Source: an optimization exercise on an open RTL-to-GDS flow (aim: a short achievable clock period and few clock cycles per item). Production flows keep margins and buffers that such runs may drop.

Design riscv_crypto_sha256_msched, start of the top module:
module riscv_crypto_sha256_msched (
  input  logic        clk,
  input  logic        rst,
  input  logic        in_valid,
  output logic        in_ready,
  input  logic [31:0] in_data,
  output logic        out_valid,
  input  logic        out_ready,
  output logic [31:0] out_data,
  output logic [5:0]  out_idx,
  output logic        out_last,
  output logic        busy
);
  localparam int DIN = 2;
  function automatic logic [31:0] sig0(input logic [31:0] x);
    sig0 = {x[6:0], x[31:7]} ^ {x[17:0], x[31:18]} ^ {3'b000, x[31:3]};
  endfunction
  function automatic logic [31:0] sig1(input logic [31:0] x);
    sig1 = {x[16:0], x[31:17]} ^ {x[18:0], x[31:19]} ^ {10'b0, x[31:10]};
  endfunction
  function automatic logic [31:0] ks_sum(input logic [31:0] g0, input logic [31:0] p0);
    logic [31:0] g, p, gn, pn;
    g = g0;
    p = p0;
    for (int l = 0; l < 5; l++) begin
      for (int i = 0; i < 32; i++) begin
        if (i >= (1 << l)) begin
  ...
For scale: about 2400 cells after synthesis, roughly 830 flip-flops, ~78 I/O pins, roughly 34000 um^2 of cells after synthesis.
Settings: LEC_CHECK=0, ABC_CLOCK_PERIOD_IN_PS=2000, CAP_MARGIN=20, CORE_MARGIN=2, CORE_UTILIZATION=40, SETUP_SLACK_MARGIN=5, SLEW_MARGIN=20; clock period 8.0 ns.
standard.sh (not shown) runs the stock make flow with config.mk's settings and CLKGATE_MAP_FILE= SYNTH_SCRIPT=/design/flow/synth_recipe.tcl, a recipe that flattens the netlist after the stock synthesis.
==> flow/flow/run.sh <==
#!/bin/bash
# Standard synthesis and placement; then each output port's flop is moved next
# to its port buffer and placement re-legalized; then the rest of the standard
# ORFS layout. repair_timing aims at a larger setup margin.
set -euo pipefail
M=5.4
bash standard.sh synth > synth.log 2>&1
bash standard.sh SETUP_SLACK_MARGIN=$M place > place.log 2>&1
PLACE_ODB=$PWD/orfs/results/$FLOW_PLATFORM/riscv_crypto_sha256_msched/base/3_place.odb \
  openroad -no_init -exit flow/move_io_flops.tcl > move_io_flops.log 2>&1
bash standard.sh SETUP_SLACK_MARGIN=$M finish > layout.log 2>&1
==> flow/flow/move_io_flops.tcl <==
# Move each output port's driving flop (and any single-fanout cells between it
# and the port buffer) next to the port buffer, then legalize.
set odb $::env(PLACE_ODB)
read_db $odb
set block [ord::get_db_block]
set moved 0
foreach bt [$block getBTerms] {
  if {[$bt getIoType] ne "OUTPUT"} { continue }
  set net [$bt getNet]
  if {$net eq "NULL"} { continue }
  # the port buffer drives the port net
  set drv ""
  foreach it [$net getITerms] { if {[$it isOutputSignal]} { set drv $it } }
  if {$drv eq ""} { continue }
  set buf [$drv getInst]
  set bx [lindex [$buf getLocation] 0]; set by [lindex [$buf getLocation] 1]
  set cur $buf
  for {set hop 0} {$hop < 3} {incr hop} {
    # the single input net of cur
    set innet ""
    foreach it [$cur getITerms] {
      if {[$it isInputSignal]} {
        set m [[$it getMTerm] getName]
        if {$m eq "CLK" || $m eq "RESET_B" || $m eq "SET_B"} { continue }
        set n [$it getNet]
        if {$n ne "NULL"} { lappend innet $n }
      }
    }
    if {[llength $innet] != 1} { break }
    set n [lindex $innet 0]
    set d ""
    set nload 0
    foreach it [$n getITerms] { if {[$it isOutputSignal]} { set d $it } else { incr nload } }
    if {$d eq "" || $nload != 1} { break }
    set prev [$d getInst]
    $prev setLocation $bx $by
    $prev setPlacementStatus PLACED
    incr moved
    set master [[$prev getMaster] getName]
    if {[string match "*df*" $master]} { break }
    set cur $prev
  }
}
puts "moved $moved cells"
detailed_placement
check_placement -verbose
write_db $odb
The starting point finished with timing, DRC and antenna clean.
Rerun with:
- CORE_UTILIZATION: 40 -> 60
- PLACE_DENSITY: not set -> 0.8
Outcome: The new run finished clean. Die area goes down by a quarter to a third. Setup slack improves by 0.053 ns. Global-route usage came out higher by 12 points. Hold slack gets worse by 0.0044 ns. Via count came out higher by a little under a tenth.
Function was not checked in any run of this note: the RTL went through the layout flow alone.


Another version of the RTL of riscv_crypto_sha256_msched (not shown whole).
Size in the first run: about 2,300 cells after synthesis, ~78 I/O pins, about 0.034 mm^2 of cells after synthesis.
Design riscv_crypto_sha256_msched, start of the top module:
module riscv_crypto_sha256_msched (
  input  logic        clk,
  input  logic        rst,
  input  logic        in_valid,
  output logic        in_ready,
  input  logic [31:0] in_data,
  output logic        out_valid,
  input  logic        out_ready,
  output logic [31:0] out_data,
  output logic [5:0]  out_idx,
  output logic        out_last,
  output logic        busy
);
==> flow/config.mk <==
export PLATFORM = sky130hd
export DESIGN_NAME = riscv_crypto_sha256_msched
export DESIGN_NICKNAME = riscv_crypto_sha256_msched
export VERILOG_FILES = /design/flow/design.v
export SDC_FILE = /design/flow/constraint.sdc
export NUM_CORES = 4
export LEC_CHECK = 0
export ABC_CLOCK_PERIOD_IN_PS = 2000
export CAP_MARGIN = 20
export CORE_MARGIN = 2
export CORE_UTILIZATION = 40
export SETUP_SLACK_MARGIN = 5
export SLEW_MARGIN = 20
==> flow/constraint.sdc <==
create_clock -name core_clock -period 8.0 [get_ports {clk}]
set_input_delay 1.6000 -clock core_clock [delete_from_list [all_inputs] [get_ports {clk}]]
set_output_delay 1.6000 -clock core_clock [all_outputs]
set_load 0.01 [all_outputs]
==> flow/flow/run.sh <==
#!/bin/bash
# Standard synthesis and placement; then each output port's flop is moved next
# to its port buffer and placement re-legalized; then the rest of the standard
# ORFS layout. repair_timing aims at a larger setup margin.
set -euo pipefail
M=5.2
bash standard.sh synth > synth.log 2>&1
bash standard.sh SETUP_SLACK_MARGIN=$M place > place.log 2>&1
PLACE_ODB=$PWD/orfs/results/$FLOW_PLATFORM/riscv_crypto_sha256_msched/base/3_place.odb \
  openroad -no_init -exit flow/move_io_flops.tcl > move_io_flops.log 2>&1
bash standard.sh SETUP_SLACK_MARGIN=$M finish > layout.log 2>&1
Scripts as last shown in full above: flow/flow/move_io_flops.tcl
The starting point finished with timing, DRC and antenna clean.
==> next run, changes <==
--- a/flow/flow/run.sh
+++ b/flow/flow/run.sh
@@ -5,3 +5,3 @@
 set -euo pipefail
-M=5.2
+M=5.4
 bash standard.sh synth > synth.log 2>&1
Effect:
- register-to-register slack gets worse by 0.06 ns
- first-iteration DRC count came out higher by roughly a tenth
- setup slack got worse by 0.061 ns
- worst hold slack barely changes
- critical path depth grows by 2
- global-route usage grows by 0.23 points
- final cell count rises slightly
- final area came out higher slightly
Function was not checked in any run of this note: the RTL went through the layout flow alone.

what the ideal ports hide:
How much do the figures lean on ideal ports? The routed layouts below were timed once more, with nothing changed but the port constraints. Step 1 sets driving cells, clkbuf_16 on the clock port and buf_2 on the other inputs (assumed; they add their load-dependent delay and slew). Step 2 adds t to the input delays and takes it off the output delays; t is the mean of the earliest and latest rising clock arrival at the registers after step 1. Input paths then give back, and output paths get back, about the clock's delay inside the block. a / b / c = no drivers / after step 1 / after step 2; a / b = the first two.
run | t (ns) | setup WS [ns] | worst register clock-pin slew, ns | pins driven straight from the clock port
the first run of note 1 | 0.687 | 5.135 / 5.153 / 4.466 | 0.06 / 0.06 | 1
the second run of note 1 | 0.686 | 5.188 / 5.185 / 4.524 | 0.07 / 0.07 | 1
the first run of note 2 | 0.702 | 4.831 / 4.831 / 4.712 | 0.07 / 0.07 | 1
the second run of note 2 | 0.702 | 4.771 / 4.771 / 4.769 | 0.07 / 0.07 | 1
After both steps setup and hold are still met in every run listed. For the first run of note 1, which loses most, drivers alone change the setup slack by +0.018 ns; drivers and shift together by -0.669 ns.
